This design comes from an exercise in tuning for small area, a short achievable clock period and few clock cycles per item on the open sky130 flow, not from production work. At most, simulation tests tie the RTL to the original design; equivalence was not proved. Function not checked in run 1: the RTL went through the layout flow alone. Power and IR drop assume default switching activity.

==> design/flow/design.v <==
package sha1md_pkg;
  localparam logic [31:0] IV0 = 32'h67452301;
  localparam logic [31:0] IV1 = 32'hefcdab89;
  localparam logic [31:0] IV2 = 32'h98badcfe;
  localparam logic [31:0] IV3 = 32'h10325476;
  localparam logic [31:0] IV4 = 32'hc3d2e1f0;
  localparam logic [31:0] K0 = 32'h5A827999;
  localparam logic [31:0] K1 = 32'h6ED9EBA1;
  localparam logic [31:0] K2 = 32'h8F1BBCDC;
  localparam logic [31:0] K3 = 32'hCA62C1D6;
  function automatic logic [31:0] rotl(input logic [31:0] x, input integer n);
    rotl = (x << n) | (x >> (32 - n));
  endfunction
endpackage
module sha1_message_digest #(
  parameter int FD = 11           
) (
  input  logic        clk,
  input  logic        rst_n,
  input  logic        in_valid,
  output logic        in_stall,
  input  logic [7:0]  in_data_byte,
  input  logic        in_has_byte,
  input  logic        in_end_of_message,
  output logic        out_valid,
  input  logic        out_stall,
  output logic [31:0] out_digest_word,
  output logic [2:0]  out_word_index,
  output logic        out_final_word
);
  localparam logic [1:0] M_MSG  = 2'd0;    
  localparam logic [1:0] M_MARK = 2'd1;    
  localparam logic [1:0] M_PAD  = 2'd2;    
  localparam logic [6:0] S_RST  = 7'd4;    
  localparam logic [6:0] S_STRM = 7'd5;
  localparam logic [6:0] S_LAST = 7'd87;
  logic        ir_v, ir_h, ir_e;
  logic [7:0]  ir_d;
  logic        stall_r;
  logic [1:0]  mode_r;
  logic        mfirst_r;
  logic [1:0]  bcnt_r;
  logic [23:0] acc_r;
  logic [5:0]  pos_r;
  logic [54:0] blk_r;
  logic        hi_done_r;      
  logic [FD-1:0] wp_r, rp_r;   
  logic [4:0]  fcnt_r;
  logic        fempty_r, ffull_r;
  logic [31:0] fifo [FD];
  logic [4:0]  wcnt_r;
  logic        w0_r, w16_r;
  logic [6:0]  s_r;
  logic        f_le5, f_ge8, f_ge21, f_ge22, f_is5, f_is87;
  logic signed [4:0] dd_r;
  logic        dd0_r, ddp_r, ddm1_r;
  logic        bfirst_r, bfinal_r, addiv_r, fin_r, xadd_r;
  logic        doadd_r;
  logic        useiv_r;   
  logic        obusy_r;
  logic [4:0]  ooh_r;     
  logic        oload_r;   
  logic [31:0] oword_r;
  logic        fch_r, fpar_r, fmaj_r;
  logic [3:0]  ksel_r;    
  logic [4:0]  ak_r;      
  logic        rotb_r;    
  logic [2:0]  ivs_r;     
  logic [2:0]  rss_r;     
  logic        u1ld_r;    
  logic [2:0]  u1s_r;     
  logic [31:0] win  [16];
  logic [31:0] u    [3];
  logic [31:0] ring [5];
  logic [31:0] q_r, r_r;
  logic take, step_go, blkadd, word_ok, wok_next, msg_mode, byte_src, byte_go, consume;
  logic pad_go, word_go, comp_shift, len_lo_go, byte_ok, wdone, pop, bypass, push;
  logic [31:0] fhead;
  logic [7:0]  bval;
  logic [31:0] padw, word_in;
  assign in_stall = stall_r;
  assign take     = in_valid & ~stall_r;
  assign blkadd  = doadd_r & useiv_r & (obusy_r | oload_r);
  assign step_go = (f_le5 | f_ge22 | dd0_r) & ~blkadd;
  assign word_ok = ~w16_r & (w0_r | ddp_r | dd0_r);
  assign wok_next = word_ok | (f_is87 & step_go) | (ddm1_r & step_go);
  assign msg_mode = (mode_r == M_MSG);
  assign byte_src = msg_mode ? (ir_v & ir_h) : (mode_r == M_MARK);
  assign bval     = msg_mode ? ir_d : (mfirst_r ? 8'h80 : 8'h00);
  assign byte_ok  = (bcnt_r != 2'd3) | ~ffull_r | word_ok;
  assign byte_go  = byte_src & byte_ok;
  assign consume  = msg_mode & ir_v & (~ir_h | byte_ok);
  assign wdone    = byte_go & (bcnt_r == 2'd3);
  assign pop      = ~fempty_r & word_ok;
  assign bypass   = wdone & fempty_r & word_ok;
  assign push     = wdone & ~bypass;
  assign pad_go   = (mode_r == M_PAD) & fempty_r & word_ok;
  assign word_go  = pop | bypass | pad_go;
  assign len_lo_go = pad_go & hi_done_r & (wcnt_r == 5'd15);
  assign comp_shift = step_go & f_ge21;
  always_comb begin
    padw = 32'h0;
    if (wcnt_r == 5'd14) padw = blk_r[54:23];
    if (wcnt_r == 5'd15 && hi_done_r) padw = {blk_r[22:0], pos_r, 3'b000};
    fhead = 32'h0;
    for (int i = 0; i < FD; i++) fhead = fhead | ({32{rp_r[i]}} & fifo[i]);
  end
  assign word_in = pad_go ? padw : (fempty_r ? {acc_r, bval} : fhead);
  logic        ir_v_n, ir_h_n, stall_n;
  logic [1:0]  mode_n, bcnt_n;
  logic [4:0]  wcnt_n;
  logic [6:0]  s_n;
  logic signed [4:0] dd_n;
  logic        bfirst_n, addiv_n, fin_n, xadd_n, obusy_n;
  logic [4:0]  fcnt_n;
  always_comb begin
    ir_v_n = take | (ir_v & ~consume);
    ir_h_n = take ? in_has_byte : ir_h;
    mode_n = mode_r;
    if (msg_mode && consume && ir_e) mode_n = M_MARK;
    if (mode_r == M_MARK && wdone) mode_n = M_PAD;
    if (len_lo_go) mode_n = M_MSG;
    bcnt_n = bcnt_r + {1'b0, byte_go};
    s_n      = s_r;
    wcnt_n   = wcnt_r + {4'd0, word_go};
    bfirst_n = bfirst_r;
    addiv_n  = addiv_r;
    fin_n    = fin_r;
    xadd_n   = xadd_r;
    dd_n     = dd_r;
    if (step_go && !word_go && !ddp_r) dd_n = dd_r + 5'sd1;
    if (!step_go && word_go) dd_n = dd_r - 5'sd1;
    if (step_go) begin
      if (f_is87) begin
        s_n      = S_STRM;
        wcnt_n   = 5'd0;
        bfirst_n = bfinal_r;
        addiv_n  = bfirst_r;
        fin_n    = bfinal_r;
        xadd_n   = 1'b1;
        dd_n     = 5'sd0;
      end else begin
        s_n = s_r + 7'd1;
      end
    end
    obusy_n = obusy_r;
    if (obusy_r && !out_stall && ooh_r[4]) obusy_n = 1'b0;
    if (oload_r) obusy_n = 1'b1;
    fcnt_n = fcnt_r + {4'd0, push} - {4'd0, pop};
    if (!rst_n) begin
      s_n      = S_RST;
      bfirst_n = 1'b1;
      addiv_n  = 1'b0;
      fin_n    = 1'b0;
      xadd_n   = 1'b0;
    end
    stall_n = ir_v_n & ~((mode_n == M_MSG) & (~ir_h_n | (bcnt_n != 2'd3) | ~ffull_r | wok_next));
  end
  always_ff @(posedge clk) begin
    if (!rst_n) begin
      ir_v      <= 1'b0;
      stall_r   <= 1'b0;
      mode_r    <= M_MSG;
      bcnt_r    <= 2'd0;
      pos_r     <= 6'd0;
      blk_r     <= '0;
      hi_done_r <= 1'b0;
      wp_r      <= FD'(1);
      rp_r      <= FD'(1);
      fcnt_r    <= 5'd0;
      fempty_r  <= 1'b1;
      ffull_r   <= 1'b0;
      wcnt_r    <= 5'd0;
      w0_r      <= 1'b1;
      w16_r     <= 1'b0;
      dd_r      <= -5'sd1;
      dd0_r     <= 1'b0;
      ddp_r     <= 1'b0;
      ddm1_r    <= 1'b0;
      bfinal_r  <= 1'b0;
      obusy_r   <= 1'b0;
      oload_r   <= 1'b0;
      ooh_r     <= 5'b00001;
    end else begin
      ir_v      <= ir_v_n;
      stall_r   <= stall_n;
      mode_r    <= mode_n;
      bcnt_r    <= bcnt_n;
      wcnt_r    <= wcnt_n;
      w0_r      <= (wcnt_n == 5'd0);
      w16_r     <= (wcnt_n == 5'd16);
      dd_r      <= dd_n;
      dd0_r     <= (dd_n == 5'sd0);
      ddp_r     <= (dd_n > 5'sd0);
      ddm1_r    <= (dd_n == -5'sd1);
      obusy_r   <= obusy_n;
      oload_r   <= step_go & f_is5 & fin_r;
      if (msg_mode && consume && ir_h) begin
        pos_r <= pos_r + 6'd1;
        if (pos_r == 6'd63) blk_r <= blk_r + 55'd1;
      end
      if (len_lo_go) begin
        pos_r    <= 6'd0;
        blk_r    <= '0;
        bfinal_r <= 1'b1;
      end
      if (pad_go && wcnt_r == 5'd14) hi_done_r <= 1'b1;
      if (len_lo_go) hi_done_r <= 1'b0;
      if (step_go && f_is87) bfinal_r <= 1'b0;
      if (push) wp_r <= {wp_r[FD-2:0], wp_r[FD-1]};
      if (pop)  rp_r <= {rp_r[FD-2:0], rp_r[FD-1]};
      fcnt_r    <= fcnt_n;
      fempty_r  <= (fcnt_n == 5'd0);
      ffull_r   <= (fcnt_n == 5'(FD));
      if (obusy_r && !out_stall) ooh_r <= {ooh_r[3:0], ooh_r[4]};
      if (oload_r) ooh_r <= 5'b00001;
    end
  end
  always_ff @(posedge clk) begin
    s_r      <= s_n;
    bfirst_r <= bfirst_n;
    addiv_r  <= addiv_n;
    fin_r    <= fin_n;
    xadd_r   <= xadd_n;
    f_le5    <= (s_n <= 7'd5);
    f_ge8    <= (s_n >= 7'd8);
    f_ge21   <= (s_n >= 7'd21);
    f_ge22   <= (s_n >= 7'd22);
    f_is5    <= (s_n == 7'd5);
    f_is87   <= (s_n == S_LAST);
    doadd_r  <= (s_n >= 7'd84) | ((s_n == S_STRM) & xadd_n);
    useiv_r  <= (s_n == S_STRM) ? addiv_n : bfirst_n;
    for (int j = 1; j < 5; j++)
      ak_r[j] <= bfirst_n & (s_n == 7'(88 - j));
    ak_r[0]  <= addiv_n & (s_n == S_STRM);
    rotb_r   <= (s_n >= 7'd84) & (s_n <= 7'd86);
    for (int j = 0; j < 3; j++) begin
      ivs_r[j] <=  bfirst_n & (s_n == 7'(5 + j));
      rss_r[j] <= ~bfirst_n & (s_n == 7'(5 + j));
    end
    u1ld_r   <= (s_n == S_RST) | (s_n == S_STRM) | (s_n == S_LAST);
    u1s_r[0] <= (s_n == S_RST) | ((s_n == S_LAST) & bfinal_r);
    u1s_r[1] <= (s_n == S_STRM) & bfirst_n;
    u1s_r[2] <= ((s_n == S_STRM) & ~bfirst_n) | ((s_n == S_LAST) & ~bfinal_r);
    fch_r    <= (s_n <= 7'd25);
    fmaj_r   <= (s_n >= 7'd46) & (s_n <= 7'd65);
    fpar_r   <= ~((s_n <= 7'd25) | ((s_n >= 7'd46) & (s_n <= 7'd65)));
    ksel_r   <= (s_n <= 7'd24) ? 4'b0001 : (s_n <= 7'd44) ? 4'b0010 : (s_n <= 7'd64) ? 4'b0100 : 4'b1000;
  end
  always_ff @(posedge clk) begin
    if (take) begin
      ir_d <= in_data_byte;
      ir_h <= in_has_byte;
      ir_e <= in_end_of_message;
    end
    if (msg_mode && consume && ir_e) mfirst_r <= 1'b1;
    else if (byte_go) mfirst_r <= 1'b0;
    if (byte_go) acc_r <= {acc_r[15:0], bval};
    for (int i = 0; i < FD; i++) if (push && wp_r[i]) fifo[i] <= {acc_r, bval};
  end
  logic [31:0] wmix, wnew;
  assign wmix = win[13] ^ win[8] ^ win[2] ^ win[0];
  assign wnew = {wmix[30:0], wmix[31]};
  always_ff @(posedge clk) begin
    if (comp_shift || word_go) begin
      for (int i = 0; i < 15; i++) win[i] <= win[i+1];
      win[15] <= comp_shift ? wnew : word_in;
    end
  end
  logic [31:0] t_val, fval, q_nxt, r_nxt, kval;
  assign t_val = {u[0][26:0], u[0][31:27]} + q_r;
  logic [31:0] f1, f0, cn, dn, ek_src, ek_nxt, f1_r, f0_r, ek_r;
  assign cn    = {u[0][1:0], u[0][31:2]};
  assign dn    = {u[1][1:0], u[1][31:2]};
  assign f1    = ({32{fch_r}} & cn) | ({32{fpar_r}} & ~(cn ^ dn)) | ({32{fmaj_r}} & (cn | dn));
  assign f0    = ({32{fch_r}} & dn) | ({32{fpar_r}} &  (cn ^ dn)) | ({32{fmaj_r}} & (cn & dn));
  assign fval  = (u[0] & f1_r) | (~u[0] & f0_r);
  assign q_nxt = fval + r_r;
  assign kval  = ({32{ksel_r[0]}} & sha1md_pkg::K0) | ({32{ksel_r[1]}} & sha1md_pkg::K1)
               | ({32{ksel_r[2]}} & sha1md_pkg::K2) | ({32{ksel_r[3]}} & sha1md_pkg::K3);
  assign ek_nxt = {ek_src[1:0], ek_src[31:2]} + kval;
  assign r_nxt  = ek_r + win[15];
  logic [31:0] add_a, add_b, sum, l0, l1;
  assign add_a = ({32{~useiv_r}} & ring[0])
               | ({32{ak_r[0]}} & sha1md_pkg::IV0) | ({32{ak_r[1]}} & sha1md_pkg::IV1)
               | ({32{ak_r[2]}} & sha1md_pkg::IV2) | ({32{ak_r[3]}} & sha1md_pkg::IV3)
               | ({32{ak_r[4]}} & sha1md_pkg::IV4);
  assign add_b = rotb_r ? {u[0][1:0], u[0][31:2]} : u[0];
  assign sum   = add_a + add_b;
  assign l0 = ({32{ivs_r[0]}} & {sha1md_pkg::IV2[29:0], sha1md_pkg::IV2[31:30]})
            | ({32{ivs_r[1]}} & sha1md_pkg::IV1)
            | ({32{ivs_r[2]}} & sha1md_pkg::IV0)
            | ({32{rss_r[0]}} & {ring[3][29:0], ring[3][31:30]})
            | ({32{rss_r[1]}} & ring[3])
            | ({32{rss_r[2]}} & ring[4]);
  assign l1 = ({32{u1s_r[0]}} & {sha1md_pkg::IV4[29:0], sha1md_pkg::IV4[31:30]})
            | ({32{u1s_r[1]}} & {sha1md_pkg::IV3[29:0], sha1md_pkg::IV3[31:30]})
            | ({32{u1s_r[2]}} & {ring[2][29:0], ring[2][31:30]});
  assign ek_src = u[1];
  always_ff @(posedge clk) begin
    if (step_go) begin
      u[0] <= f_ge8 ? t_val : l0;
      u[1] <= u1ld_r ? l1 : u[0];
      u[2] <= u[1];
      q_r <= q_nxt;
      r_r <= r_nxt;
      f1_r <= f1;
      f0_r <= f0;
      ek_r <= ek_nxt;
      if (doadd_r) begin
        for (int i = 0; i < 4; i++) ring[i] <= ring[i+1];
        ring[4] <= sum;
      end
    end
  end
  assign out_valid       = obusy_r;
  assign out_word_index  = {ooh_r[4], ooh_r[3] | ooh_r[2], ooh_r[3] | ooh_r[1]};
  assign out_final_word  = ooh_r[4];
  assign out_digest_word = oword_r;
  logic [4:0]  onext;
  logic [31:0] oword_n;
  assign onext   = oload_r ? 5'b00001 : {ooh_r[3:0], 1'b0};
  assign oword_n = ({32{onext[0]}} & ring[4]) | ({32{onext[1]}} & ring[3])
                 | ({32{onext[2]}} & ring[2]) | ({32{onext[3]}} & ring[1])
                 | ({32{onext[4]}} & ring[0]);
  always_ff @(posedge clk) begin
    if (oload_r || (obusy_r && !out_stall && !ooh_r[4])) oword_r <= oword_n;
  end
endmodule
==> design/flow/run.sh <==
#!/bin/bash
# synth_recipe.tcl (not shown) runs the flow's synth.tcl, then flattens the netlist and writes it again
# the make line also repeats each setting of config.mk as NAME=value (left out here)
make -C /OpenROAD-flow-scripts/flow DESIGN_CONFIG=/design/flow/config.mk WORK_HOME=/design/flow/orfs CLKGATE_MAP_FILE= SYNTH_SCRIPT=/design/flow/synth_recipe.tcl finish
==> design/flow/config.mk <==
export PLATFORM = sky130hd
export DESIGN_NAME = sha1_message_digest
export DESIGN_NICKNAME = sha1_message_digest
export VERILOG_FILES = /design/flow/design.v
export SDC_FILE = /design/flow/constraint.sdc
export NUM_CORES = 4
export LEC_CHECK = 0
export ABC_AREA = 1
export CAP_MARGIN = 20
export CORE_MARGIN = 2
export CORE_UTILIZATION = 45
export PLACE_DENSITY = 0.6
export SETUP_SLACK_MARGIN = 4.5
export SLEW_MARGIN = 20
==> design/flow/constraint.sdc <==
create_clock -name core_clock -period 7.5 [get_ports {clk}]
set_input_delay 1.5000 -clock core_clock [delete_from_list [all_inputs] [get_ports {clk}]]
set_output_delay 1.5000 -clock core_clock [all_outputs]
set_load 0.01 [all_outputs]
==> impl_metrics.ini, run 1 <==
[logic_synthesis]
synth_edf_count = 1313
synthesis.nets = 6038
synth_cell_types = 60
yosys_register_bits = 1476
synth_area_per_cell_um2 = 11.4
async_flop_share_pct = 0
synth.yosys.seq_area_share_pct = 64.8
dominantRegCellSynth = edfxtp_1
synth_fa_ha_area_share_pct = 4.57
synth_compound_area_share_pct = 9.44
synth.mux.area_fraction_pct = 0
synth_top_family_by_area = simple AND/OR/NAND/NOR gates
synth.cell_area_mm2 = 0.0659
syn_inst = 5787
synthXorXnorAreaFrac_pct = 3.64
post_synth_and_or_nand_nor_area_fraction_pct = 13.7
yosys_synthesis_warning_count = 5

[cells_and_area]
commonest_cells_after_routing_fill_and_taps_aside = edfxtp_1, nand2_1, inv_1, nor2_1, a21oi_1
nets = 6208
multi_input_area_mm2 = 0.0212
fillCellCount = 12700
areaGrowthSynthToFinish_pct = 13.8
post_route_cells_drive_above_1_share_pct = 9.15
instances_no_fill = 8005
seq_area_mm2 = 0.0427
layout.cells.most_common = edfxtp_1
design_area_mm2 = 0.0750

[worst_setup_path]
path_class = flip-flop to flip-flop
critPathLaunchType = flip-flop
cp-startpoint = u[0][28]
origin_of_the_critical_flop_to_flop_path = u[0][28]
timing.critical_path.required_ns = 8.07
nature_of_the_critical_path_endpoint = flip-flop
critical_path_peak_fanout = 5
cp.arrival_ns = 3.61

[timing]
max_slew.worst_pin.slew_ns = 1.16
fin_setup_tns_ns = 0
finalMaxSlewViolations = 0
skew_ns = 0.0539
rsz0062_at_grt = yes
period_needed_ns = 3.04
post-route-period-util_pct = 40.5
final-setup-viol-count = 0
fmax_mhz = 329
hold_slack_ns = 0.398
hold_viol = 0
timing.max_slew.rel_slack_pct = 21.9

[floorplanning]
io_pins = 52
die_width_um = 387
site_rows = 140
starting_density_of_the_core_pct = 45.3
core_mm2 = 0.146
fp.dieArea_mm2 = 0.149
die_height_um = 387

[grt]
grt_overflow_total = 0
grt_pass1_vias = 41500
track_usage_pct = 25.0
wire_length_of_the_first_global_routing_pass_um = 278000
grt_max_degree = 161
antenna_violations_before_repair = 8

[clock_tree]
cts.path.max_buffers = 3
cts_hold_buf = 0
path_clk_slew_ns = 0.06
cts_tree = done
clock_tree.root_cell = clkbuf_16
clkLatencyLatePin_ns = 0.83
tritoncts_num_sinks = 1476
cts_max_level = 4
tritoncts.num_buffers = 156

[routing]
detail_route.wl_per_cell_um = 23.8
drt_first_pass_iters = 6
detailedRoute.firstIterationViolations = 4999
post-route-drc-count = 0
via_per_inst = 5.60
wl_um = 191000
drt.antenna.violating_nets = 0
dr_total_vias = 44900

[pwr]
ir_drop_mv = 0.378
design_power_total_mw = 38.6
static-leakage-power_nw = 28.1
powerDensity_mw_per_mm2 = 514

[worst_hold_path]
timing.hold.worst.start = win[14][29]
worst_hold_path_type = flip-flop to flip-flop

[run_status]
run_status = finished clean

[placed_design]
io_buffers = 51
finalWeightedCongestion = 0.971
area_after_detailed_placement_mm2 = 0.0686
dp.final_hpwl_um = 130000
dp_cells = 7643

[job]
cap_viol_max_count = 0
==> state kept, by name, summed over array words and instances, names as in the netlist, 24 cells and up <==
name     cells
win        512
fifo       352
ring       160
u           64
blk_r       55
ek_r        32
f0_r        32
f1_r        32
oword_r     32
q_r         32
r_r         32
acc_r       24
==> synth_stat cells, drive strengths merged (21+ instances only) <==
| cell | instances | share of area (%) |
|---|---|---|
| a21boi | 21 | 0.24 |
| a21o | 39 | 0.44 |
| a21oi | 318 | 2.4 |
| a221oi | 101 | 1.3 |
| a22o | 48 | 0.64 |
| buf | 37 | 0.35 |
| clkbuf | 133 | 0.76 |
| dfxtp | 163 | 5.0 |
| edfxtp | 1313 | 60 |
| ha | 231 | 4.4 |
| inv | 474 | 2.7 |
| nand2 | 1284 | 7.4 |
| nand3 | 274 | 2.2 |
| nand4 | 56 | 0.55 |
| nor2 | 391 | 2.3 |
| nor3 | 95 | 0.75 |
| o211ai | 46 | 0.54 |
| o21ai | 324 | 2.5 |
| o21bai | 26 | 0.30 |
| o221ai | 36 | 0.48 |
| xnor2 | 142 | 1.9 |
| xor2 | 132 | 1.8 |
==> where the power goes <==
part	total (mW)	internal, mW	leakage, nW	switching, mW
clock	8.00	4.65	2.58	3.35
combinational	15.7	4.91	11.7	10.7
sequential	14.9	13.3	13.8	1.60
total	38.6	22.9	28.1	15.7
==> layout make-up <==
cell class              instances  share of cell area (%)
clock buffers                 202                    5.57
diodes                          2                 0.00667
well taps                    1917                    3.20
flip-flops and latches       1476                    56.9
repair buffers                177                    2.05
inverters                     475                    2.44
clock inverters                85                    1.57
multi-input cells            3670                    28.2
repair inverters                1                 0.00667
==> routing by layer <==
| layer | global-route usage, % | wire length, um | up-vias |
|---|---|---|---|
| met5 | 0 | 26 | - |
| met4 | 6.04 | 4130 | 4 |
| met3 | 4.58 | 16000 | 258 |
| met2 | 36.6 | 82400 | 1734 |
| met1 | 38.2 | 88300 | 22000 |
| li1 | - | - | 20800 |
==> logic make-up (layout without fill, tap and decap cells) <==
logic type      after synthesis  in the layout
compound gates             1008           1008
xor+xnor                    274            274
fa+ha+maj                   237            237
buf+inv                     645            940
flops                      1476           1476
other cells                   0              2
simple gates               2147           2151
==> worst paths after layout <==
path	endpoint	slack (ns)	cells past startpoint
setup / recovery	ring[4][31]	4.46	11
hold reg to reg	win[13][29]	0.40	0
hold / removal	win[13][29]	0.40	0
setup reg to reg	ring[4][31]	4.46	11
==> stage by stage <==
stage	utilization, %	setup WS, ns
floorplan	-	3.32
global placement	47.2	3.20
detailed placement	47.2	3.20
CTS	51.1	4.40
global route	51.5	4.42
finish	51.5	4.46
==> critical path, stage by stage (launching register included) <==
cell      delay, ns
edfxtp_1       0.43
inv_1          0.26
o21ai_0        0.67
ha_1           0.40
a21oi_1        0.19
nor2_1         0.06
nor2_1         0.12
nor2_1         0.07
nor4_1         0.38
nand2_1        0.09
nand2_1        0.07
nand2_1        0.04
==> what timing repair did <==
item | in CTS | in global routing
endpoints found under the hold margin | 0 | 0
gates resized for setup | 150 | 90
setup endpoints to repair | 818 | 262
setup buffers | 26 | 42
cloned | 4 | 1
pin swaps | 6 | 7
==> run 2: changes to the inputs <==
--- a/design/flow/design.v
+++ b/design/flow/design.v
@@ -31,9 +31,10 @@
   localparam logic [1:0] M_MSG  = 2'd0;    
   localparam logic [1:0] M_MARK = 2'd1;    
   localparam logic [1:0] M_PAD  = 2'd2;    
-  localparam logic [6:0] S_RST  = 7'd4;    
+  localparam logic [6:0] S_RST  = 7'd3;
+  localparam logic [6:0] S_FIN  = 7'd4;
   localparam logic [6:0] S_STRM = 7'd5;
-  localparam logic [6:0] S_LAST = 7'd87;
+  localparam logic [6:0] S_LAST = 7'd86;
   logic        ir_v, ir_h, ir_e;
   logic [7:0]  ir_d;
   logic        stall_r;
@@ -51,7 +52,7 @@
   logic [4:0]  wcnt_r;
   logic        w0_r, w16_r;
   logic [6:0]  s_r;
-  logic        f_le5, f_ge8, f_ge21, f_ge22, f_is5, f_is87;
+  logic        f_le4, f_ge7, f_ge20, f_ge21, f_is4, f_is5, f_is86;
   logic signed [4:0] dd_r;
   logic        dd0_r, ddp_r, ddm1_r;
   logic        bfirst_r, bfinal_r, addiv_r, fin_r, xadd_r;
@@ -65,12 +66,11 @@
   logic [3:0]  ksel_r;    
   logic [4:0]  ak_r;      
   logic        rotb_r;    
-  logic [2:0]  ivs_r;     
-  logic [2:0]  rss_r;     
+  logic        l0iv_r;    
   logic        u1ld_r;    
-  logic [2:0]  u1s_r;     
+  logic [3:0]  u1s_r;     
   logic [31:0] win  [16];
-  logic [31:0] u    [3];
+  logic [31:0] u    [2];
   logic [31:0] ring [5];
   logic [31:0] q_r, r_r;
   logic take, step_go, blkadd, word_ok, wok_next, msg_mode, byte_src, byte_go, consume;
@@ -81,9 +81,9 @@
   assign in_stall = stall_r;
   assign take     = in_valid & ~stall_r;
   assign blkadd  = doadd_r & useiv_r & (obusy_r | oload_r);
-  assign step_go = (f_le5 | f_ge22 | dd0_r) & ~blkadd;
-  assign word_ok = ~w16_r & (w0_r | ddp_r | dd0_r);
-  assign wok_next = word_ok | (f_is87 & step_go) | (ddm1_r & step_go);
+  assign step_go = (f_le4 | f_ge21 | dd0_r) & ~blkadd;
+  assign word_ok = (~w16_r | (f_is86 & step_go)) & (w0_r | ddp_r | (dd0_r & ~(f_is5 & blkadd)));
+  assign wok_next = word_ok | (ddm1_r & step_go);
   assign msg_mode = (mode_r == M_MSG);
   assign byte_src = msg_mode ? (ir_v & ir_h) : (mode_r == M_MARK);
   assign bval     = msg_mode ? ir_d : (mfirst_r ? 8'h80 : 8'h00);
@@ -97,7 +97,7 @@
   assign pad_go   = (mode_r == M_PAD) & fempty_r & word_ok;
   assign word_go  = pop | bypass | pad_go;
   assign len_lo_go = pad_go & hi_done_r & (wcnt_r == 5'd15);
-  assign comp_shift = step_go & f_ge21;
+  assign comp_shift = step_go & f_ge20;
   always_comb begin
     padw = 32'h0;
     if (wcnt_r == 5'd14) padw = blk_r[54:23];
@@ -131,14 +131,14 @@
     if (step_go && !word_go && !ddp_r) dd_n = dd_r + 5'sd1;
     if (!step_go && word_go) dd_n = dd_r - 5'sd1;
     if (step_go) begin
-      if (f_is87) begin
-        s_n      = S_STRM;
-        wcnt_n   = 5'd0;
+      if (f_is86) begin
+        s_n      = bfinal_r ? S_FIN : S_STRM;
+        wcnt_n   = {4'd0, word_go};
         bfirst_n = bfinal_r;
         addiv_n  = bfirst_r;
         fin_n    = bfinal_r;
-        xadd_n   = 1'b1;
-        dd_n     = 5'sd0;
+        xadd_n   = ~bfinal_r;
+        dd_n     = bfinal_r ? (word_go ? -5'sd1 : 5'sd0) : (word_go ? 5'sd0 : 5'sd1);
       end else begin
         s_n = s_r + 7'd1;
       end
@@ -194,7 +194,7 @@
       ddp_r     <= (dd_n > 5'sd0);
       ddm1_r    <= (dd_n == -5'sd1);
       obusy_r   <= obusy_n;
-      oload_r   <= step_go & f_is5 & fin_r;
+      oload_r   <= step_go & f_is4 & fin_r;
       if (msg_mode && consume && ir_h) begin
         pos_r <= pos_r + 6'd1;
         if (pos_r == 6'd63) blk_r <= blk_r + 55'd1;
@@ -206,7 +206,7 @@
       end
       if (pad_go && wcnt_r == 5'd14) hi_done_r <= 1'b1;
       if (len_lo_go) hi_done_r <= 1'b0;
-      if (step_go && f_is87) bfinal_r <= 1'b0;
+      if (step_go && f_is86) bfinal_r <= 1'b0;
       if (push) wp_r <= {wp_r[FD-2:0], wp_r[FD-1]};
       if (pop)  rp_r <= {rp_r[FD-2:0], rp_r[FD-1]};
       fcnt_r    <= fcnt_n;
@@ -222,30 +222,30 @@
     addiv_r  <= addiv_n;
     fin_r    <= fin_n;
     xadd_r   <= xadd_n;
-    f_le5    <= (s_n <= 7'd5);
-    f_ge8    <= (s_n >= 7'd8);
+    f_le4    <= (s_n <= 7'd4);
+    f_ge7    <= (s_n >= 7'd7);
+    f_ge20   <= (s_n >= 7'd20);
     f_ge21   <= (s_n >= 7'd21);
-    f_ge22   <= (s_n >= 7'd22);
-    f_is5    <= (s_n == 7'd5);
-    f_is87   <= (s_n == S_LAST);
-    doadd_r  <= (s_n >= 7'd84) | ((s_n == S_STRM) & xadd_n);
-    useiv_r  <= (s_n == S_STRM) ? addiv_n : bfirst_n;
+    f_is4    <= (s_n == S_FIN);
+    f_is5    <= (s_n == S_STRM);
+    f_is86   <= (s_n == S_LAST);
+    doadd_r  <= (s_n >= 7'd83) | ((s_n == S_STRM) & xadd_n) | ((s_n == S_FIN) & fin_n);
+    useiv_r  <= (s_n <= S_STRM) ? addiv_n : bfirst_n;
     for (int j = 1; j < 5; j++)
-      ak_r[j] <= bfirst_n & (s_n == 7'(88 - j));
-    ak_r[0]  <= addiv_n & (s_n == S_STRM);
-    rotb_r   <= (s_n >= 7'd84) & (s_n <= 7'd86);
-    for (int j = 0; j < 3; j++) begin
-      ivs_r[j] <=  bfirst_n & (s_n == 7'(5 + j));
-      rss_r[j] <= ~bfirst_n & (s_n == 7'(5 + j));
-    end
-    u1ld_r   <= (s_n == S_RST) | (s_n == S_STRM) | (s_n == S_LAST);
+      ak_r[j] <= bfirst_n & (s_n == 7'(87 - j));
+    ak_r[0]  <= addiv_n & (s_n <= S_STRM);
+    rotb_r   <= (s_n >= 7'd83) & (s_n <= 7'd85);
+    l0iv_r   <= bfirst_n;
+    u1ld_r   <= (s_n <= 7'd5) | (s_n >= 7'd85);
     u1s_r[0] <= (s_n == S_RST) | ((s_n == S_LAST) & bfinal_r);
-    u1s_r[1] <= (s_n == S_STRM) & bfirst_n;
-    u1s_r[2] <= ((s_n == S_STRM) & ~bfirst_n) | ((s_n == S_LAST) & ~bfinal_r);
-    fch_r    <= (s_n <= 7'd25);
-    fmaj_r   <= (s_n >= 7'd46) & (s_n <= 7'd65);
-    fpar_r   <= ~((s_n <= 7'd25) | ((s_n >= 7'd46) & (s_n <= 7'd65)));
-    ksel_r   <= (s_n <= 7'd24) ? 4'b0001 : (s_n <= 7'd44) ? 4'b0010 : (s_n <= 7'd64) ? 4'b0100 : 4'b1000;
+    u1s_r[1] <= (s_n == S_FIN);
+    u1s_r[2] <= (s_n == S_STRM) & bfirst_n;
+    u1s_r[3] <= ((s_n == S_STRM) & ~bfirst_n) | (s_n == 7'd85) | ((s_n == S_LAST) & ~bfinal_r);
+    fch_r    <= (s_n <= 7'd24);
+    fmaj_r   <= (s_n >= 7'd45) & (s_n <= 7'd64);
+    fpar_r   <= ~((s_n <= 7'd24) | ((s_n >= 7'd45) & (s_n <= 7'd64)));
+    ksel_r   <= ((s_n <= 7'd23) | (s_n == S_LAST)) ? 4'b0001 : (s_n <= 7'd43) ? 4'b0010
+              : (s_n <= 7'd63) ? 4'b0100 : 4'b1000;
   end
   always_ff @(posedge clk) begin
     if (take) begin
@@ -264,14 +264,14 @@
   always_ff @(posedge clk) begin
     if (comp_shift || word_go) begin
       for (int i = 0; i < 15; i++) win[i] <= win[i+1];
-      win[15] <= comp_shift ? wnew : word_in;
+      win[15] <= word_go ? word_in : wnew;
     end
   end
   logic [31:0] t_val, fval, q_nxt, r_nxt, kval;
   assign t_val = {u[0][26:0], u[0][31:27]} + q_r;
   logic [31:0] f1, f0, cn, dn, ek_src, ek_nxt, f1_r, f0_r, ek_r;
-  assign cn    = {u[0][1:0], u[0][31:2]};
-  assign dn    = {u[1][1:0], u[1][31:2]};
+  assign cn    = ~f_is5 ? {u[0][1:0], u[0][31:2]} : l0iv_r ? sha1md_pkg::IV2 : ring[3];
+  assign dn    = ~f_is5 ? {u[1][1:0], u[1][31:2]} : l0iv_r ? sha1md_pkg::IV3 : ring[2];
   assign f1    = ({32{fch_r}} & cn) | ({32{fpar_r}} & ~(cn ^ dn)) | ({32{fmaj_r}} & (cn | dn));
   assign f0    = ({32{fch_r}} & dn) | ({32{fpar_r}} &  (cn ^ dn)) | ({32{fmaj_r}} & (cn & dn));
   assign fval  = (u[0] & f1_r) | (~u[0] & f0_r);
@@ -287,21 +287,16 @@
                | ({32{ak_r[4]}} & sha1md_pkg::IV4);
   assign add_b = rotb_r ? {u[0][1:0], u[0][31:2]} : u[0];
   assign sum   = add_a + add_b;
-  assign l0 = ({32{ivs_r[0]}} & {sha1md_pkg::IV2[29:0], sha1md_pkg::IV2[31:30]})
-            | ({32{ivs_r[1]}} & sha1md_pkg::IV1)
-            | ({32{ivs_r[2]}} & sha1md_pkg::IV0)
-            | ({32{rss_r[0]}} & {ring[3][29:0], ring[3][31:30]})
-            | ({32{rss_r[1]}} & ring[3])
-            | ({32{rss_r[2]}} & ring[4]);
+  assign l0 = ~l0iv_r ? ring[4] : f_is5 ? sha1md_pkg::IV1 : sha1md_pkg::IV0;
   assign l1 = ({32{u1s_r[0]}} & {sha1md_pkg::IV4[29:0], sha1md_pkg::IV4[31:30]})
             | ({32{u1s_r[1]}} & {sha1md_pkg::IV3[29:0], sha1md_pkg::IV3[31:30]})
-            | ({32{u1s_r[2]}} & {ring[2][29:0], ring[2][31:30]});
+            | ({32{u1s_r[2]}} & {sha1md_pkg::IV2[29:0], sha1md_pkg::IV2[31:30]})
+            | ({32{u1s_r[3]}} & {ring[3][29:0], ring[3][31:30]});
   assign ek_src = u[1];
   always_ff @(posedge clk) begin
     if (step_go) begin
-      u[0] <= f_ge8 ? t_val : l0;
+      u[0] <= f_ge7 ? t_val : l0;
       u[1] <= u1ld_r ? l1 : u[0];
-      u[2] <= u[1];
       q_r <= q_nxt;
       r_r <= r_nxt;
       f1_r <= f1;
==> run 2 against run 1 <==
  * Still clean
  * Final cell count decreased by 4.3%
  * Core utilization grew 0.35 points
  * Sequential cell count shrank 4
  * First-iteration DRC count shrank 2.3%
  * Non-clock buffer count grew 15
  * Critical path depth decreased by 10
  * Sequential power shrank 11%
  * Synthesized cell count decreased by 5.8%
  * Worst setup slack better by 0.091 ns
  * Critical path type is now flip-flop to output pin
==> impl_metrics.ini, run 2 <==
[run_status]
run_status = finished clean

[clock_tree]
cts_max_level = 4
tritoncts_num_sinks = 1472
clock_tree.root_cell = clkbuf_16
cts_hold_buf = 0
clkLatencyLatePin_ns = 0.78
tritoncts.num_buffers = 155
cts.path.max_buffers = 3
cts_tree = done
path_clk_slew_ns = 0.06

[floorplanning]
fp.dieArea_mm2 = 0.146
site_rows = 138
starting_density_of_the_core_pct = 45.5
core_mm2 = 0.142
die_width_um = 383
io_pins = 52
die_height_um = 383

[grt]
wire_length_of_the_first_global_routing_pass_um = 259000
antenna_violations_before_repair = 4
grt_max_degree = 110
grt_overflow_total = 0
grt_pass1_vias = 40500
track_usage_pct = 23.7

[cells_and_area]
post_route_cells_drive_above_1_share_pct = 10.2
fillCellCount = 12300
largest_register = win
largest_reg_flops = 512
layout.cells.most_common = edfxtp_1
biggestRegsByFlops = win (512), fifo (352), ring (160)
commonest_cells_after_routing_fill_and_taps_aside = edfxtp_1, nand2_1, inv_1, nor2_1
design_area_mm2 = 0.0736
areaGrowthSynthToFinish_pct = 14.1
nets = 5890

[logic_synthesis]
yosys_register_bits = 1472
synth_edf_count = 1313
syn_inst = 5450
post-synth-top-count-cell = edfxtp_1
dominantRegCellSynth = edfxtp_1
synthesis.nets = 5702
yosys-top-cells-area = edfxtp_1, nand2_1, dfxtp_1
yosys_synthesis_warning_count = 5
netlist.top_cell.by_area = edfxtp_1
synth.cell_area_mm2 = 0.0645
synth_cell_types = 63
synth.yosys.seq_area_share_pct = 66.0
synth_top_cell_area_share_pct = 61.1
synth_area_per_cell_um2 = 11.8
async_flop_share_pct = 0
netlist_top_cells_count = edfxtp_1, nand2_1, inv_1

[timing]
final-setup-viol-count = 0
timing.final.ws_setup_ns = 4.55
fin_setup_tns_ns = 0
timing.max_slew.rel_slack_pct = 29.1
max_slew.worst_pin.slew_ns = 1.06
finalMaxSlewViolations = 0
post-route-period-util_pct = 39.3
fmax_mhz = 339
hold_viol = 0
period_needed_ns = 2.95
hold_slack_ns = 0.410
skew_ns = 0.0293
rsz0062_at_grt = yes

[pwr]
static-leakage-power_nw = 27.4
design_power_total_mw = 32.0
ir_drop_mv = 0.233
powerDensity_mw_per_mm2 = 435

[worst_setup_path]
cp.arrival_ns = 1.45
path_class = flip-flop to output pin
nature_of_the_critical_path_endpoint = output pin
critical_path_peak_fanout = 1
timing.critical_path.required_ns = 6.00
timing.critical_path.slowest_stage_cell = edfxtp_1
worst-path-buf-inv = 1
critPathTopFamily = flip-flops
critical_path_cell_by_cell = dlygate4sd2_1
critPathLaunchType = flip-flop
critical_path.max_stage_delay_ns = 0.37

[routing]
detailedRoute.firstIterationViolations = 4882
drt_first_pass_iters = 8
dr_total_vias = 43300
via_per_inst = 5.65
detail_route.wl_per_cell_um = 23.2
wl_um = 178000
post-route-drc-count = 0
drt.antenna.violating_nets = 0

[job]
cap_viol_max_count = 0

[placed_design]
io_buffers = 51
finalWeightedCongestion = 0.947
dp.final_hpwl_um = 116000
area_after_detailed_placement_mm2 = 0.0673
place_ws_ns = 2.52

[worst_hold_path]
worst_hold_path_type = flip-flop to flip-flop
[run 2: changes by cell type in the layout (fill, tap and decap cells not counted), sizes merged, moves of 20 or more]
cell and change:
o22ai +74, inv +69, nand2 -287, xnor2 +20, nand3 -81, a21o -24, o21ai +21, nor2 -81
xor2 -22, nand4 -22, clkinv +21, a21oi -28
[run 2: final timing paths]
check                                            to        start  cells past startpoint  slack, ns
worst max-delay path            out_digest_word[31]  oword_r[31]                      1       4.55
worst min-delay path                     win[11][3]   win[12][3]                      0       0.41
worst max register to register             u[0][30]     u[0][27]                     15       4.57
worst min register to register           win[11][3]   win[12][3]                      0       0.41
[run 2: logic make-up after synthesis]
family,share of synthesized area (%)
flip-flops,66.0
buffers and inverters,4.18
AND/OR/NAND/NOR,11.1
AO/OA/AOI/OAI,10.2
adder cells (fa/ha/maj),4.69
XOR/XNOR,3.70
[run 2: cell type report]
class | count | area [um2] | area share [%]
Antenna cell | 2 | 5.00 | 0.00680
Timing Repair Buffer | 192 | 1820 | 2.47
Multi-Input combinational cell | 3273 | 19800 | 26.9
Tap cell | 1890 | 2360 | 3.21
Timing Repair inverter | 2 | 10.0 | 0.0136
Sequential cell | 1472 | 42600 | 57.9
Inverter | 542 | 2100 | 2.85
Clock buffer | 190 | 4050 | 5.50
Clock inverter | 95 | 817 | 1.11
[run 2: report_power, final]
group	internal [mW]	switching, mW	leakage (nW)	total [mW]
sequential	12.0	1.21	13.7	13.2
combinational	3.93	7.46	11.3	11.4
clock	4.18	3.23	2.38	7.41
[run 2: repair_timing]
action | in CTS | in global routing
cloned | 6 | 4
pin swaps | 16 | 25
buffers inserted | 39 | 36
setup endpoints to repair | 1357 | 467
gates resized for setup | 168 | 109
[run 2: layer usage]
| layer | vias to the layer above | part of all wire [%] | global-route usage [%] |
|---|---|---|---|
| li1 | 19900 | - | - |
| met1 | 21300 | 46 | 36.3 |
| met2 | 1818 | 43 | 34.8 |
| met3 | 263 | 8.2 | 3.48 |
| met4 | 2 | 2.5 | 6.98 |
| met5 | - | 0.0073 | 0 |
[run 2: per-stage QoR]
| stage | util (%) | cells |
|---|---|---|
| after global placement | 47.4 | 7285 |
| final | 51.9 | 7658 |
| after floorplan | - | 5450 |
| after global routing | 51.9 | 7656 |
| after CTS | 51.4 | 7615 |
| after detailed placement | 47.4 | 7285 |
Testbench counts of run 2, summed over its fixed seeds: cycles 64,204, bytes 40,857.
==> run 3: changes to the inputs <==
--- a/design/flow/design.v
+++ b/design/flow/design.v
@@ -58,6 +58,7 @@
   logic        bfirst_r, bfinal_r, addiv_r, fin_r, xadd_r;
   logic        doadd_r;
   logic        useiv_r;   
+  logic        blkq_r;    
   logic        obusy_r;
   logic [4:0]  ooh_r;     
   logic        oload_r;   
@@ -80,7 +81,7 @@
   logic [31:0] padw, word_in;
   assign in_stall = stall_r;
   assign take     = in_valid & ~stall_r;
-  assign blkadd  = doadd_r & useiv_r & (obusy_r | oload_r);
+  assign blkadd  = blkq_r;
   assign step_go = (f_le4 | f_ge21 | dd0_r) & ~blkadd;
   assign word_ok = (~w16_r | (f_is86 & step_go)) & (w0_r | ddp_r | (dd0_r & ~(f_is5 & blkadd)));
   assign wok_next = word_ok | (ddm1_r & step_go);
@@ -111,7 +112,7 @@
   logic [4:0]  wcnt_n;
   logic [6:0]  s_n;
   logic signed [4:0] dd_n;
-  logic        bfirst_n, addiv_n, fin_n, xadd_n, obusy_n;
+  logic        bfirst_n, addiv_n, fin_n, xadd_n, obusy_n, oload_n, doadd_n, useiv_n;
   logic [4:0]  fcnt_n;
   always_comb begin
     ir_v_n = take | (ir_v & ~consume);
@@ -146,14 +147,10 @@
     obusy_n = obusy_r;
     if (obusy_r && !out_stall && ooh_r[4]) obusy_n = 1'b0;
     if (oload_r) obusy_n = 1'b1;
+    oload_n = step_go & f_is4 & fin_r;
     fcnt_n = fcnt_r + {4'd0, push} - {4'd0, pop};
-    if (!rst_n) begin
-      s_n      = S_RST;
-      bfirst_n = 1'b1;
-      addiv_n  = 1'b0;
-      fin_n    = 1'b0;
-      xadd_n   = 1'b0;
-    end
+    doadd_n = (s_n >= 7'd83) | ((s_n == S_STRM) & xadd_n) | ((s_n == S_FIN) & fin_n);
+    useiv_n = (s_n <= S_STRM) ? addiv_n : bfirst_n;
     stall_n = ir_v_n & ~((mode_n == M_MSG) & (~ir_h_n | (bcnt_n != 2'd3) | ~ffull_r | wok_next));
   end
   always_ff @(posedge clk) begin
@@ -194,7 +191,7 @@
       ddp_r     <= (dd_n > 5'sd0);
       ddm1_r    <= (dd_n == -5'sd1);
       obusy_r   <= obusy_n;
-      oload_r   <= step_go & f_is4 & fin_r;
+      oload_r   <= oload_n;
       if (msg_mode && consume && ir_h) begin
         pos_r <= pos_r + 6'd1;
         if (pos_r == 6'd63) blk_r <= blk_r + 55'd1;
@@ -217,35 +214,63 @@
     end
   end
   always_ff @(posedge clk) begin
-    s_r      <= s_n;
-    bfirst_r <= bfirst_n;
-    addiv_r  <= addiv_n;
-    fin_r    <= fin_n;
-    xadd_r   <= xadd_n;
-    f_le4    <= (s_n <= 7'd4);
-    f_ge7    <= (s_n >= 7'd7);
-    f_ge20   <= (s_n >= 7'd20);
-    f_ge21   <= (s_n >= 7'd21);
-    f_is4    <= (s_n == S_FIN);
-    f_is5    <= (s_n == S_STRM);
-    f_is86   <= (s_n == S_LAST);
-    doadd_r  <= (s_n >= 7'd83) | ((s_n == S_STRM) & xadd_n) | ((s_n == S_FIN) & fin_n);
-    useiv_r  <= (s_n <= S_STRM) ? addiv_n : bfirst_n;
-    for (int j = 1; j < 5; j++)
-      ak_r[j] <= bfirst_n & (s_n == 7'(87 - j));
-    ak_r[0]  <= addiv_n & (s_n <= S_STRM);
-    rotb_r   <= (s_n >= 7'd83) & (s_n <= 7'd85);
-    l0iv_r   <= bfirst_n;
-    u1ld_r   <= (s_n <= 7'd5) | (s_n >= 7'd85);
-    u1s_r[0] <= (s_n == S_RST) | ((s_n == S_LAST) & bfinal_r);
-    u1s_r[1] <= (s_n == S_FIN);
-    u1s_r[2] <= (s_n == S_STRM) & bfirst_n;
-    u1s_r[3] <= ((s_n == S_STRM) & ~bfirst_n) | (s_n == 7'd85) | ((s_n == S_LAST) & ~bfinal_r);
-    fch_r    <= (s_n <= 7'd24);
-    fmaj_r   <= (s_n >= 7'd45) & (s_n <= 7'd64);
-    fpar_r   <= ~((s_n <= 7'd24) | ((s_n >= 7'd45) & (s_n <= 7'd64)));
-    ksel_r   <= ((s_n <= 7'd23) | (s_n == S_LAST)) ? 4'b0001 : (s_n <= 7'd43) ? 4'b0010
-              : (s_n <= 7'd63) ? 4'b0100 : 4'b1000;
+    if (!rst_n) begin
+      s_r      <= S_RST;
+      bfirst_r <= 1'b1;
+      addiv_r  <= 1'b0;
+      fin_r    <= 1'b0;
+      xadd_r   <= 1'b0;
+      f_le4    <= 1'b1;
+      f_ge7    <= 1'b0;
+      f_ge20   <= 1'b0;
+      f_ge21   <= 1'b0;
+      f_is4    <= 1'b0;
+      f_is5    <= 1'b0;
+      f_is86   <= 1'b0;
+      doadd_r  <= 1'b0;
+      useiv_r  <= 1'b0;
+      blkq_r   <= 1'b0;
+      ak_r     <= 5'b00000;
+      rotb_r   <= 1'b0;
+      l0iv_r   <= 1'b1;
+      u1ld_r   <= 1'b1;
+      u1s_r    <= 4'b0001;
+      fch_r    <= 1'b1;
+      fmaj_r   <= 1'b0;
+      fpar_r   <= 1'b0;
+      ksel_r   <= 4'b0001;
+    end else begin
+      s_r      <= s_n;
+      bfirst_r <= bfirst_n;
+      addiv_r  <= addiv_n;
+      fin_r    <= fin_n;
+      xadd_r   <= xadd_n;
+      f_le4    <= (s_n <= 7'd4);
+      f_ge7    <= (s_n >= 7'd7);
+      f_ge20   <= (s_n >= 7'd20);
+      f_ge21   <= (s_n >= 7'd21);
+      f_is4    <= (s_n == S_FIN);
+      f_is5    <= (s_n == S_STRM);
+      f_is86   <= (s_n == S_LAST);
+      doadd_r  <= doadd_n;
+      useiv_r  <= useiv_n;
+      blkq_r   <= doadd_n & useiv_n & (obusy_n | oload_n);
+      for (int j = 1; j < 5; j++)
+        ak_r[j] <= bfirst_n & (s_n == 7'(87 - j));
+      ak_r[0]  <= addiv_n & (s_n <= S_STRM);
+      rotb_r   <= (s_n >= 7'd83) & (s_n <= 7'd85);
+      l0iv_r   <= bfirst_n;
+      u1ld_r   <= (s_n <= 7'd5) | (s_n >= 7'd85);
+      u1s_r[0] <= (s_n == S_RST) | ((s_n == S_LAST) & bfinal_r);
+      u1s_r[1] <= (s_n == S_FIN);
+      u1s_r[2] <= (s_n == S_STRM) & bfirst_n;
+      u1s_r[3] <= ((s_n == S_STRM) & ~bfirst_n) | (s_n == 7'd85) | ((s_n == S_LAST) & ~bfinal_r);
+      fch_r    <= (s_n <= 7'd24);
+      fmaj_r   <= (s_n >= 7'd45) & (s_n <= 7'd64);
+      fpar_r   <= ~((s_n <= 7'd24) | ((s_n >= 7'd45) & (s_n <= 7'd64)));
+      ksel_r   <= ((s_n <= 7'd23) | (s_n == S_LAST)) ? 4'b0001 : (s_n <= 7'd43) ? 4'b0010
+                : (s_n <= 7'd63) ? 4'b0100 : 4'b1000;
+    end
   end
   always_ff @(posedge clk) begin
     if (take) begin
--- a/design/flow/config.mk
+++ b/design/flow/config.mk
@@ -9,6 +9,8 @@
 export CAP_MARGIN = 20
 export CORE_MARGIN = 2
 export CORE_UTILIZATION = 45
+export CTS_CLUSTER_DIAMETER = 100
+export CTS_CLUSTER_SIZE = 20
 export PLACE_DENSITY = 0.6
 export SETUP_SLACK_MARGIN = 4.5
 export SLEW_MARGIN = 20
==> run 3 against run 2 <==
  * Via count shrank 1.1%
  * Final cell count shrank 2.0%
  * Sequential power about the same
  * Critical path depth rose by 14
  * Hold slack worse by 0.0087 ns
  * Count of clock-buffer cells in the layout down 48
  * First-iteration DRC count is 6.5% lower
  * Clock skew rose by 0.025 ns
  * Synthesized area up 0.13%
  * Synthesized cell count fell by 0.72%
  * Critical path type is now flip-flop to flip-flop
==> impl_metrics.ini, run 3 <==
[placed_design]
io_buffers = 51
finalWeightedCongestion = 0.944
area_after_detailed_placement_mm2 = 0.0674
place_ws_ns = 3.36
dp_cells = 7263
dp.final_hpwl_um = 121000

[grt]
antenna_violations_before_repair = 4
grt_max_degree = 161
wire_length_of_the_first_global_routing_pass_um = 264000
grt_pass1_vias = 39800
track_usage_pct = 24.1
grt_overflow_total = 0

[cells_and_area]
areaGrowthSynthToFinish_pct = 11.2
post_route_cells_drive_above_1_share_pct = 8.69
multi_input_area_mm2 = 0.0202
commonest_cells_after_routing_fill_and_taps_aside = edfxtp_1, nand2_1, inv_1, nor2_1, a21oi_1
fin_util_pct = 50.2
seq_area_mm2 = 0.0427
biggestRegsByFlops = win (512), fifo (352), ring (160)
layout.cells.most_common = edfxtp_1
fillCellCount = 12600
largest_register = win
largest_reg_flops = 512
design_area_mm2 = 0.0718
nets = 5786
instances_no_fill = 7506

[routing]
dr_total_vias = 42800
post-route-drc-count = 0
detail_route.wl_per_cell_um = 24.2
wl_um = 182000
drt_first_pass_iters = 5
via_per_inst = 5.70
detailedRoute.firstIterationViolations = 4566
drt.antenna.violating_nets = 0

[timing]
post-route-period-util_pct = 40.9
timing.max_slew.rel_slack_pct = 20.9
max_slew.worst_pin.slew_ns = 1.17
fin_setup_tns_ns = 0
finalMaxSlewViolations = 0
period_needed_ns = 3.07
skew_ns = 0.0540
final-setup-viol-count = 0
fmax_mhz = 326
rsz0062_at_grt = yes
hold_viol = 0
timing.final.ws_setup_ns = 4.43

[worst_setup_path]
timing.critical_path.required_ns = 7.97
cp.arrival_ns = 3.54
critPathLaunchType = flip-flop
critical_path_peak_fanout = 3
path_class = flip-flop to flip-flop
regToRegSetupSlack_ns = 4.43
nature_of_the_critical_path_endpoint = flip-flop

[clock_tree]
tritoncts_num_sinks = 1473
tritoncts.num_buffers = 85
clkLatencyLatePin_ns = 0.75
cts.path.max_buffers = 3
cts_tree = done
cts_max_level = 3
path_clk_slew_ns = 0.09
cts_hold_buf = 0
clock_tree.root_cell = clkbuf_16

[logic_synthesis]
yosys_register_bits = 1473
synthesis.nets = 5663
yosys-top-cells-area = edfxtp_1, nand2_1, dfxtp_1
synth.cell_area_mm2 = 0.0646
synth_cell_types = 66
syn_inst = 5411
yosys_synthesis_warning_count = 5
async_flop_share_pct = 0
dominantRegCellSynth = edfxtp_1
post-synth-top-count-cell = edfxtp_1
synth_edf_count = 1313
synth.yosys.seq_area_share_pct = 66.0
synth_area_per_cell_um2 = 11.9
synth_top_cell_area_share_pct = 61.0
netlist_top_cells_count = edfxtp_1, nand2_1, inv_1
netlist.top_cell.by_area = edfxtp_1

[floorplanning]
starting_density_of_the_core_pct = 45.1
die_width_um = 383
die_height_um = 383
site_rows = 139
fp.dieArea_mm2 = 0.147
io_pins = 52
core_mm2 = 0.143

[pwr]
ir_drop_mv = 0.263
powerDensity_mw_per_mm2 = 413
static-leakage-power_nw = 26.1

[run_status]
run_status = finished clean

[worst_hold_path]
worst_hold_path_type = flip-flop to flip-flop

[job]
cap_viol_max_count = 0
## run 3: worst max-delay path, cell delays in order (launching register included)
cell,delay (ns)
edfxtp_1,0.35
buf_6,0.16
clkinvlp_4,0.25
buf_6,0.21
o21ai_4,0.18
inv_2,0.06
fa_2,0.37
o21ai_4,0.26
a21boi_4,0.11
o21ai_2,0.20
a31oi_4,0.11
o21ai_2,0.14
buf_6,0.15
nand3_2,0.07
nand2_1,0.10
xor2_1,0.06
## run 3: report_power, final
| group | total, mW | internal [mW] | switching [mW] |
|---|---|---|---|
| combinational | 11.5 | 3.97 | 7.55 |
| clock | 4.98 | 2.22 | 2.77 |
| sequential | 13.2 | 12.0 | 1.19 |
| total | 29.7 | 18.2 | 11.5 |
## run 3: cell families after synthesis
kind of cell / share of synthesized area (%)
and+or+nand+nor: 11.0
DFF: 66.0
AOI/OAI and AO/OA: 10.5
buffers and inverters: 4.23
xor gates and xnor gates: 3.65
adders and majority gates: 4.68
muxes: 0.0155
## run 3: metrics by stage
step / total power [mW] / hold WS, ns
5_1_grt: 31.3 / 0.418
4_1_cts: 29.0 / 0.403
2_1_floorplan: 19.9 / 0.400
6_report: 29.7 / 0.401
3_3_place_gp: 23.4 / 0.400
3_5_place_dp: 23.6 / 0.405
## run 3: path summary, 6_finish.rpt
check,start,to,depth (start not counted)
worst min register to register,win[10][4],win[9][4],0
worst min-delay path,win[10][4],win[9][4],0
worst max register to register,u[0][1],ring[4][30],15
worst max-delay path,u[0][1],ring[4][30],15
## run 3: repair_timing
action                                   CTS  global route
pin swaps                                 13            46
hold endpoints to repair                   0             0
gates resized for setup                  173           145
buffers inserted                          32            45
gates cloned                               6             4
endpoints found under the setup margin  1045           356
## run 3: layout make-up
cell class	count	share of cell area, %
Timing Repair Buffer	200	2.67
Clock buffer	142	3.29
Clock inverter	13	0.319
Multi-Input combinational cell	3226	28.1
Antenna cell	1	0.00348
Timing Repair inverter	1	0.0157
Inverter	547	2.93
Tap cell	1903	3.31
Sequential cell	1473	59.4
## run 3: per-layer routing
metal / up-vias / GRT usage (%) / routed length, um
met5: - / 0 / 13
met4: 2 / 5.52 / 3690
met1: 21300 / 37.6 / 86200
li1: 19700 / - / -
met3: 202 / 4.06 / 14100
met2: 1579 / 35.1 / 77800
Testbench counts of run 3, summed over its fixed seeds: cycles 64,204, bytes 40,857.
==> run 4: changes to the inputs <==
--- a/design/flow/config.mk
+++ b/design/flow/config.mk
@@ -9,8 +9,6 @@
 export CAP_MARGIN = 20
 export CORE_MARGIN = 2
 export CORE_UTILIZATION = 45
-export CTS_CLUSTER_DIAMETER = 100
-export CTS_CLUSTER_SIZE = 20
 export PLACE_DENSITY = 0.6
 export SETUP_SLACK_MARGIN = 4.5
 export SLEW_MARGIN = 20
==> run 4 against run 3 <==
  * Core utilization rose by 1.9 points
  * Count of clock-buffer cells in the layout grew 62
  * Total power increased by 9.7%
  * Highest routed layer unchanged
  * Critical path depth shrank 1
==> impl_metrics.ini, run 4 <==
[logic_synthesis]
synthXorXnorAreaFrac_pct = 3.65
yosys_register_bits = 1473
synth.mux.area_fraction_pct = 0.0155
synth.cell_area_mm2 = 0.0646
synthesis.nets = 5663
post-synth-top-count-cell = edfxtp_1
synth_edf_count = 1313
synth_top_cell_area_share_pct = 61.0
netlist.top_cell.by_area = edfxtp_1
synth_top_family_by_area = simple AND/OR/NAND/NOR gates
synth_compound_area_share_pct = 10.5
synth_area_per_cell_um2 = 11.9
netlist_top_cells_count = edfxtp_1, nand2_1, inv_1
yosys-top-cells-area = edfxtp_1, nand2_1, dfxtp_1
yosys_synthesis_warning_count = 5
synth.yosys.seq_area_share_pct = 66.0
post_synth_and_or_nand_nor_area_fraction_pct = 11.0
syn_inst = 5411
synth_cell_types = 66
dominantRegCellSynth = edfxtp_1
async_flop_share_pct = 0
synth_fa_ha_area_share_pct = 4.68

[cells_and_area]
areaGrowthSynthToFinish_pct = 15.5
largest_reg_flops = 512
commonest_cells_after_routing_fill_and_taps_aside = edfxtp_1, nand2_1, inv_1, nor2_1, a21oi_1
biggestRegsByFlops = win (512), fifo (352), ring (160)
instances_no_fill = 7658
multi_input_area_mm2 = 0.0201
layout.cells.most_common = edfxtp_1
seq_area_mm2 = 0.0427
nets = 5875
fillCellCount = 12300
largest_register = win
post_route_cells_drive_above_1_share_pct = 10.9
insertedDiodeCount = 0

[pwr]
static-leakage-power_nw = 27.5
ir_drop_mv = 0.256
powerDensity_mw_per_mm2 = 436

[timing]
hold_viol = 0
final-setup-viol-count = 0
max_slew.worst_pin.slew_ns = 1.14
fin_setup_tns_ns = 0
rsz0062_at_grt = yes
timing.max_slew.rel_slack_pct = 23.8
period_needed_ns = 3.02
fmax_mhz = 332
skew_ns = 0.0524
post-route-period-util_pct = 40.2
finalMaxSlewViolations = 0

[floorplanning]
die_height_um = 383
site_rows = 139
core_mm2 = 0.143
io_pins = 52
fp.dieArea_mm2 = 0.147
die_width_um = 383
starting_density_of_the_core_pct = 45.1

[worst_setup_path]
critical_path.max_stage_delay_ns = 0.37
critPathLaunchType = flip-flop
path_class = flip-flop to flip-flop
critical_path_cell_by_cell = buf_6 > clkinvlp_4 > buf_6 > o21ai_4 > inv_2 > fa_2 > o21ai_4 > buf_6 > a21oi_4 > o21ai_2 > nand2_1 > o21a_1 > o21ai_1 > xor2_1
critPathTopFamily = compound AO/OA/AOI/OAI gates
timing.critical_path.required_ns = 8.01
critPathMostFrequentCell = buf_6
timing.critical_path.slowest_stage_cell = fa_2
nature_of_the_critical_path_endpoint = flip-flop
critical_path_peak_fanout = 3
cp.arrival_ns = 3.53
worst-path-buf-inv = 5

[grt]
track_usage_pct = 24.5
antenna_violations_before_repair = 9
grt_max_degree = 161
wire_length_of_the_first_global_routing_pass_um = 267000
grt_overflow_total = 0
grt_pass1_vias = 40700

[clock_tree]
cts_hold_buf = 0
tritoncts.num_buffers = 157
tritoncts_num_sinks = 1473
clock_tree.root_cell = clkbuf_16
cts.path.max_buffers = 3
cts_tree = done
clkLatencyLatePin_ns = 0.80
cts_max_level = 4
path_clk_slew_ns = 0.07

[placed_design]
dp.final_hpwl_um = 121000
dp_cells = 7263
io_buffers = 51
finalWeightedCongestion = 0.944

[routing]
dr_total_vias = 43300
post-route-drc-count = 0
detail_route.wl_per_cell_um = 24.0
drt_first_pass_iters = 5
via_per_inst = 5.65
wl_um = 184000
detailedRoute.firstIterationViolations = 4865
drt.antenna.violating_nets = 0

[run_status]
run_status = finished clean

[worst_hold_path]
worst_hold_path_type = flip-flop to flip-flop

[job]
cap_viol_max_count = 0
## run 4: cell counts after synthesis
Identical to the previous run, type by type.
## run 4: final cells by class
type / instances / share of cell area [%]
Clock buffer: 204 / 5.66
Sequential cell: 1473 / 57.2
Clock inverter: 87 / 1.36
Timing Repair Buffer: 217 / 2.79
Tap cell: 1903 / 3.19
Inverter: 547 / 2.81
Timing Repair inverter: 1 / 0.0117
Multi-Input combinational cell: 3226 / 27.0
## run 4: timing repair
action	CTS	global route
setup endpoints to repair	1023	386
resized for setup	178	142
pin swaps	14	52
setup buffers	31	61
cloned	7	5
## run 4: layer usage
layer / GRT usage (%) / vias up / wire [um]
li1: - / 20000 / -
met1: 37.5 / 21400 / 86000
met2: 35.2 / 1700 / 77900
met3: 5.09 / 249 / 15600
met4: 6.61 / 2 / 4400
met5: 0 / - / 12
## run 4: final timing paths
kind | from | endpoint | slack, ns | cells after the start
worst max-delay path | u[0][1] | ring[4][26] | 4.48 | 14
worst min-delay path | win[1][4] | win[0][4] | 0.39 | 0
worst max register to register | u[0][1] | ring[4][26] | 4.48 | 14
worst min register to register | win[1][4] | win[0][4] | 0.39 | 0
## run 4: per-stage QoR
step	hold slack (ns)	util (%)	instance area, um2	power [mW]	setup slack, ns
after floorplan	0.400	-	64700	19.9	3.72
after global placement	0.400	47.1	67400	23.4	3.39
after detailed placement	0.405	47.1	67400	23.6	3.36
after CTS	0.377	51.3	73400	31.9	4.28
after global routing	0.393	52.1	74600	34.3	4.38
final	0.388	52.1	74600	32.6	4.48
## run 4: cell families (layout without fill, tap and decap cells)
| family | count (synthesis) | after routing |
|---|---|---|
| AND/OR/NAND/NOR | 1655 | 1658 |
| flip-flops | 1473 | 1473 |
| AO/OA/AOI/OAI | 1060 | 1060 |
| buffers and inverters | 715 | 1056 |
| XOR/XNOR | 269 | 269 |
| adder cells (fa/ha/maj) | 238 | 238 |
| multiplexers | 1 | 1 |
## run 4: report_power, final
part	total [mW]	switching [mW]	internal [mW]
clock network	7.83	3.34	4.50
logic	11.5	7.53	4.00
registers	13.2	1.18	12.0
## run 4: worst register-to-register path: stages, from the launching register on
cell and delay [ns]:
edfxtp_1 0.34, buf_6 0.15, clkinvlp_4 0.24, buf_6 0.20, o21ai_4 0.18, inv_2 0.06, fa_2 0.37, o21ai_4 0.26
buf_6 0.15, a21oi_4 0.09, o21ai_2 0.15, nand2_1 0.09, o21a_1 0.22, o21ai_1 0.16, xor2_1 0.08
==> run 5: changes to the inputs <==
--- a/design/flow/config.mk
+++ b/design/flow/config.mk
@@ -10,5 +10,5 @@
 export CORE_MARGIN = 2
 export CORE_UTILIZATION = 45
 export PLACE_DENSITY = 0.6
-export SETUP_SLACK_MARGIN = 4.5
+export SETUP_SLACK_MARGIN = 4.7
 export SLEW_MARGIN = 20
==> run 5 against run 4 <==
  * Via count grew 1.6%
  * Register-to-register slack gained 0.08 ns
  * Still clean
  * Critical endpoint unchanged
  * Cell area is 2.0% higher
  * Clock power hardly changed
  * Synthesized cell count is the same
  * Largest cell class unchanged
==> impl_metrics.ini, run 5 <==
[worst_setup_path]
critical_path_cell_by_cell = buf_16 > o21ai_4 > ha_2 > inv_2 > fa_2 > o21ai_4 > buf_6 > a21oi_4 > o21ai_2 > nand2_2 > o21a_1 > o21ai_2 > xor2_1
path_class = flip-flop to flip-flop
critical_path_peak_fanout = 7
nature_of_the_critical_path_endpoint = flip-flop
worst_r2r_path_depth = 13
cp.arrival_ns = 3.45
critPathTopFamily = compound AO/OA/AOI/OAI gates
critical_path.max_stage_delay_ns = 0.42
timing.critical_path.required_ns = 8.01
origin_of_the_critical_flop_to_flop_path = rotb_r
timing.critical_path.slowest_stage_cell = fa_2
rr_endpoint = ring[4][26]

[timing]
hold_viol = 0
timing.max_slew.rel_slack_pct = 29.9
post-route-period-util_pct = 39.2
rsz0062_at_grt = yes
finalMaxSlewViolations = 0
period_needed_ns = 2.94
hold_slack_ns = 0.406
skew_ns = 0.0466

[cells_and_area]
largest_reg_flops = 512
post_route_cells_drive_above_1_share_pct = 15.3
layout.cells.most_common = edfxtp_1
commonest_cells_after_routing_fill_and_taps_aside = edfxtp_1, nand2_1, inv_1, nor2_1, a21oi_1
areaGrowthSynthToFinish_pct = 17.8
design_area_mm2 = 0.0761
biggestRegsByFlops = win (512), fifo (352), ring (160)
fin_util_pct = 53.2

[placed_design]
area_after_detailed_placement_mm2 = 0.0674
dp.final_hpwl_um = 121000

[floorplanning]
io_pins = 52
site_rows = 139
die_width_um = 383
starting_density_of_the_core_pct = 45.1
die_height_um = 383

[pwr]
powerDensity_mw_per_mm2 = 441
ir_drop_mv = 0.224

[logic_synthesis]
synthesis.nets = 5663
yosys-top-cells-area = edfxtp_1, nand2_1, dfxtp_1
async_flop_share_pct = 0
synth_area_per_cell_um2 = 11.9
yosys_register_bits = 1473
synth_top_cell_area_share_pct = 61.0
dominantRegCellSynth = edfxtp_1
synth.cell_area_mm2 = 0.0646
netlist.top_cell.by_area = edfxtp_1
syn_inst = 5411
synth.yosys.seq_area_share_pct = 66.0
yosys_synthesis_warning_count = 5

[routing]
detail_route.wl_per_cell_um = 24.0
detailedRoute.firstIterationViolations = 4827
wl_met3_um = 14600
post-route-drc-count = 0
detail_route.wirelength.met1_um = 85300
wl_met2_um = 81400
wl_um = 186000
dr_total_vias = 44000

[worst_hold_path]
min_delay_path_depth = 0
holdPathEnd = win[3][1]
worst_hold_path_type = flip-flop to flip-flop

[clock_tree]
cts_max_level = 4
clkLatencyLatePin_ns = 0.80
cts_hold_buf = 0
cts.path.max_buffers = 3
clock_tree.root_cell = clkbuf_16

[run_status]
run_status = finished clean

[grt]
wire_length_of_the_first_global_routing_pass_um = 269000
grt_pass1_vias = 41100
grt_overflow_total = 0
antenna_violations_before_repair = 9

[job]
cap_viol_max_count = 0
-- run 5: repair_timing --
action / in CTS / in global routing
setup endpoints to repair: 1093 / 805
buffers inserted: 97 / 78
pin swaps: 39 / 85
cloned: 9 / 7
resized for setup: 403 / 260
-- run 5: worst max path at each step --
stage | slack, ns | startpoint | to | cells past startpoint
after global routing | 4.49 | rotb_r | ring[4][29] | 13
after CTS | 4.57 | ooh_r[3] | out_word_index[1] | 3
after global placement | 3.43 | dd0_r | win[15][19] | 12
after detailed placement | 3.37 | dd0_r | win[12][26] | 12
final | 4.56 | rotb_r | ring[4][26] | 13
after floorplan | 3.72 | dd0_r | win[0][0] | 7
-- run 5: per-stage QoR --
| stage | setup slack (ns) | total power, mW | cells |
|---|---|---|---|
| floorplan | 3.72 | 19.9 | 5411 |
| global placement | 3.43 | 23.5 | 7264 |
| detailed placement | 3.37 | 23.6 | 7264 |
| CTS | 4.57 | 32.3 | 7662 |
| global route | 4.49 | 35.3 | 7747 |
| finish | 4.56 | 33.5 | 7748 |
-- run 5: kinds of logic after synthesis --
logic type | share of synthesized area [%]
AO/OA/AOI/OAI | 10.5
XOR/XNOR | 3.65
adder cells (fa/ha/maj) | 4.68
buffers and inverters | 4.23
flip-flops | 66.0
multiplexers | 0.0155
AND/OR/NAND/NOR | 11.0
-- run 5: worst reg2reg max path: cells and delay by family, from the launching register on --
kind	cells	cell delay (ns)
buffers and inverters	3	0.37
adders and majority gates	2	0.64
and+or+nand+nor	1	0.08
xor gates and xnor gates	1	0.07
DFF	1	0.40
AOI/OAI and AO/OA	6	1.08
-- run 5: report_power, final --
| group | internal (mW) | switching [mW] | total, mW | leakage (nW) |
|---|---|---|---|---|
| Sequential | 12.0 | 1.18 | 13.2 | 13.7 |
| Combinational | 4.54 | 8.00 | 12.5 | 11.8 |
| Clock | 4.45 | 3.35 | 7.80 | 2.52 |
| Total | 21.0 | 12.5 | 33.5 | 28.1 |
-- run 5: per-layer routing --
metal	vias up	track usage, %
met5	-	0
met4	2	6.51
met3	266	4.47
met2	1761	36.2
met1	21800	37.3
li1	20200	-
-- run 5: cell type report --
cell class                 count  area [um2]
clock inverter                94         927
tap                         1903        2380
antenna                        1        2.50
clock buffer                 198        4290
timing repair buffer         304        2830
fill                       12200       67000
timing repair inverter         2        20.0
sequential                  1473       42700
inverter                     547        2130
multi-input combinational   3226       20800
